Source: an optimization exercise on an open RTL-to-GDS flow (aim: small area and a short achievable clock period). Production flows keep margins and buffers that such runs may drop. In this exercise RTL edits were held to simulation tests only and were not proved equivalent to the original. The clock port is modelled as an ideal driver; clocking choices that lean on that would not hold on a real chip. Power figures rest on the tool's default switching activity, not on a simulated workload.

== oak ==
==> flow/design.v <==
module ssr_o22ai (input logic a1, a2, b1, b2, output logic y);
    assign y = ~((a1 | a2) & (b1 | b2));
endmodule
module ssr_nor2 (input logic a, b, output logic y);
    assign y = ~(a | b);
endmodule
module ssr_nand4 (input logic a, b, c, d, output logic y);
    assign y = ~(a & b & c & d);
endmodule
module ssr_inv (input logic a, output logic y);
    assign y = ~a;
endmodule
module ssr_rdec #(
    parameter int HI_BASE = 0
) (
    input  logic        pop,
    input  logic        busy,
    input  logic [7:0]  scr_addr,
    input  logic [7:0]  sp,
    output logic [15:0] lo,
    output logic [7:0]  hi
);
    logic [7:0] ra;
    assign ra = pop ? sp : scr_addr;
    always_comb begin
        for (int k = 0; k < 16; k++) lo[k] = ra[3:0] == 4'(k);
        for (int k = 0; k < 8; k++) hi[k] = !busy && ra[7:4] == 4'(HI_BASE + k);
    end
endmodule
module scratch_stack_ram #(
    parameter int DATA_WIDTH     = 10,
    parameter int ADDR_WIDTH     = 8,
    parameter int CLEAR_ON_RESET = 1
) (
    input  logic                  CLK,
    input  logic                  RST,
    input  logic [DATA_WIDTH-1:0] DATA_IN,
    input  logic                  SCR_WE,
    input  logic [ADDR_WIDTH-1:0] SCR_ADDR,
    input  logic                  PUSH,
    input  logic                  POP,
    input  logic                  SP_LD,
    input  logic [ADDR_WIDTH-1:0] SP_DATA,
    input  logic                  ERR_CLR,
    output logic [DATA_WIDTH-1:0] DATA_OUT,
    output logic [ADDR_WIDTH-1:0] SP_OUT,
    output logic                  BUSY,
    output logic                  STK_EMPTY,
    output logic                  STK_FULL,
    output logic                  OVF,
    output logic                  UNF,
    output logic                  ILL
);
    localparam int DW = DATA_WIDTH;
    logic       busy_q;
    logic [7:0] sp_q;
    logic [8:0] cnt_q;
    logic       ovf_q, unf_q, ill_q;
    logic       cnt_zero, cnt_full;
    assign cnt_zero = cnt_q == 9'd0;
    assign cnt_full = cnt_q[8];    
    logic op_push, op_pop, op_ill, op_scr;
    assign op_ill  = !SP_LD && PUSH && POP;
    assign op_push = !SP_LD && PUSH && !POP;
    assign op_pop  = !SP_LD && POP && !PUSH;
    assign op_scr  = !SP_LD && !PUSH && !POP && SCR_WE;
    always_ff @(posedge CLK or posedge RST) begin
        if (RST) begin
            busy_q <= CLEAR_ON_RESET != 0;
            sp_q   <= '0;
            cnt_q  <= '0;
            ovf_q  <= 1'b0;
            unf_q  <= 1'b0;
            ill_q  <= 1'b0;
        end else if (busy_q) begin
            cnt_q  <= {1'b0, cnt_q[7:0] + 8'd1};
            if (cnt_q[7:0] == 8'hFF) busy_q <= 1'b0;
        end else begin
            if (SP_LD) begin
                sp_q  <= SP_DATA;
                cnt_q <= '0;
            end else if (op_push) begin
                sp_q <= sp_q - 8'd1;
                if (!cnt_full) cnt_q <= cnt_q + 9'd1;
            end else if (op_pop) begin
                sp_q <= sp_q + 8'd1;
                if (!cnt_zero) cnt_q <= cnt_q - 9'd1;
            end
            ovf_q <= (ovf_q && !ERR_CLR) || (op_push && cnt_full);
            unf_q <= (unf_q && !ERR_CLR) || (op_pop && cnt_zero);
            ill_q <= (ill_q && !ERR_CLR) || op_ill;
        end
    end
    logic [7:0]    wa;
    logic          we;
    logic [DW-1:0] wd_n;
    always_comb begin
        if (busy_q) begin
            wa = cnt_q[7:0];
            we = !RST;
        end else if (op_push) begin
            wa = sp_q - 8'd1;
            we = 1'b1;
        end else begin
            wa = SCR_ADDR;
            we = op_scr;
        end
    end
    assign wd_n = busy_q ? '1 : ~DATA_IN;
    logic [15:0] wlo, whi;
    always_comb begin
        for (int k = 0; k < 16; k++) begin
            wlo[k] = wa[3:0] == 4'(k);
            whi[k] = we && wa[7:4] == 4'(k);
        end
    end
    logic [15:0] rlo [2];
    logic [7:0]  rhi [2];
    for (genvar c = 0; c < 2; c++) begin : g_rdec
        ssr_rdec #(.HI_BASE(8 * c)) u (
            .pop(POP), .busy(busy_q), .scr_addr(SCR_ADDR), .sp(sp_q),
            .lo(rlo[c]), .hi(rhi[c])
        );
    end
    logic [255:0]  rl_n;
    logic [DW-1:0] q_n [256];
    for (genvar h = 0; h < 16; h++) begin : g_hi
        for (genvar l = 0; l < 16; l++) begin : g_lo
            logic          wl;
            logic [DW-1:0] q;
            assign wl = whi[h] && wlo[l];
            always_ff @(posedge CLK) if (wl) q <= wd_n;
            assign rl_n[h*16+l] = ~(rhi[h/8][h%8] && rlo[h/8][l]);
            assign q_n[h*16+l]  = q;
        end
    end
    for (genvar b = 0; b < DW; b++) begin : g_bit
        logic [127:0] t1;
        logic [63:0]  t2;
        logic [15:0]  t3;
        logic [7:0]   t4;
        logic [1:0]   t5;
        logic         t6;
        for (genvar j = 0; j < 128; j++) begin : g_l1
            ssr_o22ai u (.a1(q_n[2*j][b]), .a2(rl_n[2*j]), .b1(q_n[2*j+1][b]), .b2(rl_n[2*j+1]),
                         .y(t1[j]));
        end
        for (genvar j = 0; j < 64; j++) begin : g_l2
            ssr_nor2 u (.a(t1[2*j]), .b(t1[2*j+1]), .y(t2[j]));
        end
        for (genvar j = 0; j < 16; j++) begin : g_l3
            ssr_nand4 u (.a(t2[4*j]), .b(t2[4*j+1]), .c(t2[4*j+2]), .d(t2[4*j+3]), .y(t3[j]));
        end
        for (genvar j = 0; j < 8; j++) begin : g_l4
            ssr_nor2 u (.a(t3[2*j]), .b(t3[2*j+1]), .y(t4[j]));
        end
        for (genvar j = 0; j < 2; j++) begin : g_l5
            ssr_nand4 u (.a(t4[4*j]), .b(t4[4*j+1]), .c(t4[4*j+2]), .d(t4[4*j+3]), .y(t5[j]));
        end
        ssr_nor2 u_l6 (.a(t5[0]), .b(t5[1]), .y(t6));
        ssr_inv  u_l7 (.a(t6), .y(DATA_OUT[b]));
    end
    assign SP_OUT    = sp_q;
    assign BUSY      = busy_q;
    assign STK_EMPTY = busy_q || cnt_zero;
    assign STK_FULL  = cnt_full;
    assign OVF       = ovf_q;
    assign UNF       = unf_q;
    assign ILL       = ill_q;
endmodule
clock: 8.0 ns
lec_check: 0
cap_margin: 20
core_margin: 2
core_utilization: 75
cts_cluster_diameter: 100
cts_cluster_size: 25
setup_slack_margin: 3.0
slew_margin: 20
synth_hierarchical: 1
synth_minimum_keep_size: 0
standard.sh (not shown) runs the stock make flow with config.mk's settings and CLKGATE_MAP_FILE= SYNTH_SCRIPT=/design/flow/synth_recipe.tcl, a recipe that flattens the netlist after the stock synthesis.
==> flow/flow/run.sh <==
#!/bin/bash
# The standard layout with three changes: port buffers are buf_4 cells; before repair_design
# the fanout is capped at 40 (flow/fanout.tcl); before CTS the upper levels of the read tree
# get drive strength 2 (flow/boost.tcl). The make run's output goes to its own log.
set -euo pipefail
HERE=$(pwd)
bash standard.sh "BUFFER_PORTS_ARGS=-buffer_cell sky130_fd_sc_hd__buf_4" \
  PRE_RESIZE_TCL="$HERE/flow/fanout.tcl" PRE_CTS_TCL="$HERE/flow/boost.tcl" finish \
  > "$HERE/standard_finish.log" 2>&1
==> flow/flow/boost.tcl <==
# Sourced by ORFS's cts.tcl before clock tree synthesis (PRE_CTS_TCL). The read tree's
# upper levels (from the 16-word nodes to the output) drive long wires across the array,
# so give those few cells drive strength 2 before CTS and its timing repair.
proc upsize_read_tree {levels target} {
  set n 0
  set re "\\.(g_([join $levels |])\\\[\\d+\\\]\\.u|u_([join $levels |]))\\.y\$"
  foreach net [get_nets -hierarchical g_bit*] {
    if {![regexp $re [get_full_name $net]]} continue
    foreach pin [get_pins -of_objects $net -filter "direction==output"] {
      set inst [get_cells -of_objects $pin]
      set master [get_property $inst ref_name]
      if {[regexp {^(sky130_fd_sc_hd__[a-z0-9]+)_(\d+)$} $master -> base sz] && $sz < $target} {
        replace_cell $inst ${base}_$target
        incr n
      }
    }
  }
  puts "upsize_read_tree: resized $n cells to drive $target"
}
upsize_read_tree {l3 l4 l5 l6 l7} 2
==> flow/flow/fanout.tcl <==
# Sourced by ORFS's resize.tcl before repair_design (PRE_RESIZE_TCL): cap the fanout so that
# the write-data and other wide nets get split into smaller buffered nets.
set_max_fanout 40 [current_design]
The inputs of pine differ from those of oak as listed below.
diff --git a/flow/design.v b/flow/design.v
--- a/flow/design.v
+++ b/flow/design.v
@@ -8,25 +8,8 @@
     assign y = ~(a & b & c & d);
 endmodule
 module ssr_inv (input logic a, output logic y);
     assign y = ~a;
-endmodule
-module ssr_rdec #(
-    parameter int HI_BASE = 0
-) (
-    input  logic        pop,
-    input  logic        busy,
-    input  logic [7:0]  scr_addr,
-    input  logic [7:0]  sp,
-    output logic [15:0] lo,
-    output logic [7:0]  hi
-);
-    logic [7:0] ra;
-    assign ra = pop ? sp : scr_addr;
-    always_comb begin
-        for (int k = 0; k < 16; k++) lo[k] = ra[3:0] == 4'(k);
-        for (int k = 0; k < 8; k++) hi[k] = !busy && ra[7:4] == 4'(HI_BASE + k);
-    end
 endmodule
 module scratch_stack_ram #(
     parameter int DATA_WIDTH     = 10,
     parameter int ADDR_WIDTH     = 8,
@@ -113,15 +96,16 @@
             wlo[k] = wa[3:0] == 4'(k);
             whi[k] = we && wa[7:4] == 4'(k);
         end
     end
-    logic [15:0] rlo [2];
-    logic [7:0]  rhi [2];
-    for (genvar c = 0; c < 2; c++) begin : g_rdec
-        ssr_rdec #(.HI_BASE(8 * c)) u (
-            .pop(POP), .busy(busy_q), .scr_addr(SCR_ADDR), .sp(sp_q),
-            .lo(rlo[c]), .hi(rhi[c])
-        );
+    logic [7:0]  ra;
+    logic [15:0] rlo, rhi;
+    assign ra = POP ? sp_q : SCR_ADDR;
+    always_comb begin
+        for (int k = 0; k < 16; k++) begin
+            rlo[k] = ra[3:0] == 4'(k);
+            rhi[k] = !busy_q && ra[7:4] == 4'(k);
+        end
     end
     logic [255:0]  rl_n;
     logic [DW-1:0] q_n [256];
     for (genvar h = 0; h < 16; h++) begin : g_hi
@@ -129,9 +113,9 @@
             logic          wl;
             logic [DW-1:0] q;
             assign wl = whi[h] && wlo[l];
             always_ff @(posedge CLK) if (wl) q <= wd_n;
-            assign rl_n[h*16+l] = ~(rhi[h/8][h%8] && rlo[h/8][l]);
+            assign rl_n[h*16+l] = ~(rhi[h] && rlo[l]);
             assign q_n[h*16+l]  = q;
         end
     end
     for (genvar b = 0; b < DW; b++) begin : g_bit
Results
pine completed; timing, DRC and antenna clean
pine vs. oak: detailed route wirelength on metal3 went down by 5.7 mm.
From oak to pine the numbers moved as follows: peak clock frequency supported by timing grew by 0.0019 GHz; power share of the clock group fell 0.3 points; first-iteration detailed-routing DRC count went down; filler cell count +138; die extent in x neither gained nor lost much.
As far as sequential cell area is concerned, pine and oak perform about the same.
Taking oak as the reference point, the total placed cells including tap cells of pine falls by 56.
[compare] base=oak new=pine: sequential cell area share has increased, wire length shrank by about 1%.
Cells: pine has more instances than oak
More vias were needed by oak than by pine.
Smallest hold slack of oak is on par with pine.

-- separate check: timing with driven ports --
How much do the figures lean on ideal ports? The routed layouts below were timed once more, with nothing changed but the port constraints. Step 1 sets driving cells, clkbuf_16 on the clock port and buf_2 on the other inputs (assumed; they add their load-dependent delay and slew). Step 2, shift: input delay + t, output delay - t, t = (earliest + latest rising clock arrival at the registers) / 2. This alone moves slack from input paths to output paths. Slacks: ideal ports / drivers / drivers and shift; pairs: ideal ports / drivers.
| run | shift t [ns] | setup WS [ns] | worst setup path at the end | worst data-port slew with drivers (ns) |
|---|---|---|---|---|
| oak | 0.873 | 1.735 / 1.675 / 1.675 | input to output | 0.09 |
| pine | 0.853 | 1.808 / 1.565 / 1.565 | input to output | 0.26 |
After both steps every run listed still meets setup and hold. For pine, which loses most, drivers alone change the setup slack by -0.243 ns; drivers and shift together by -0.243 ns.
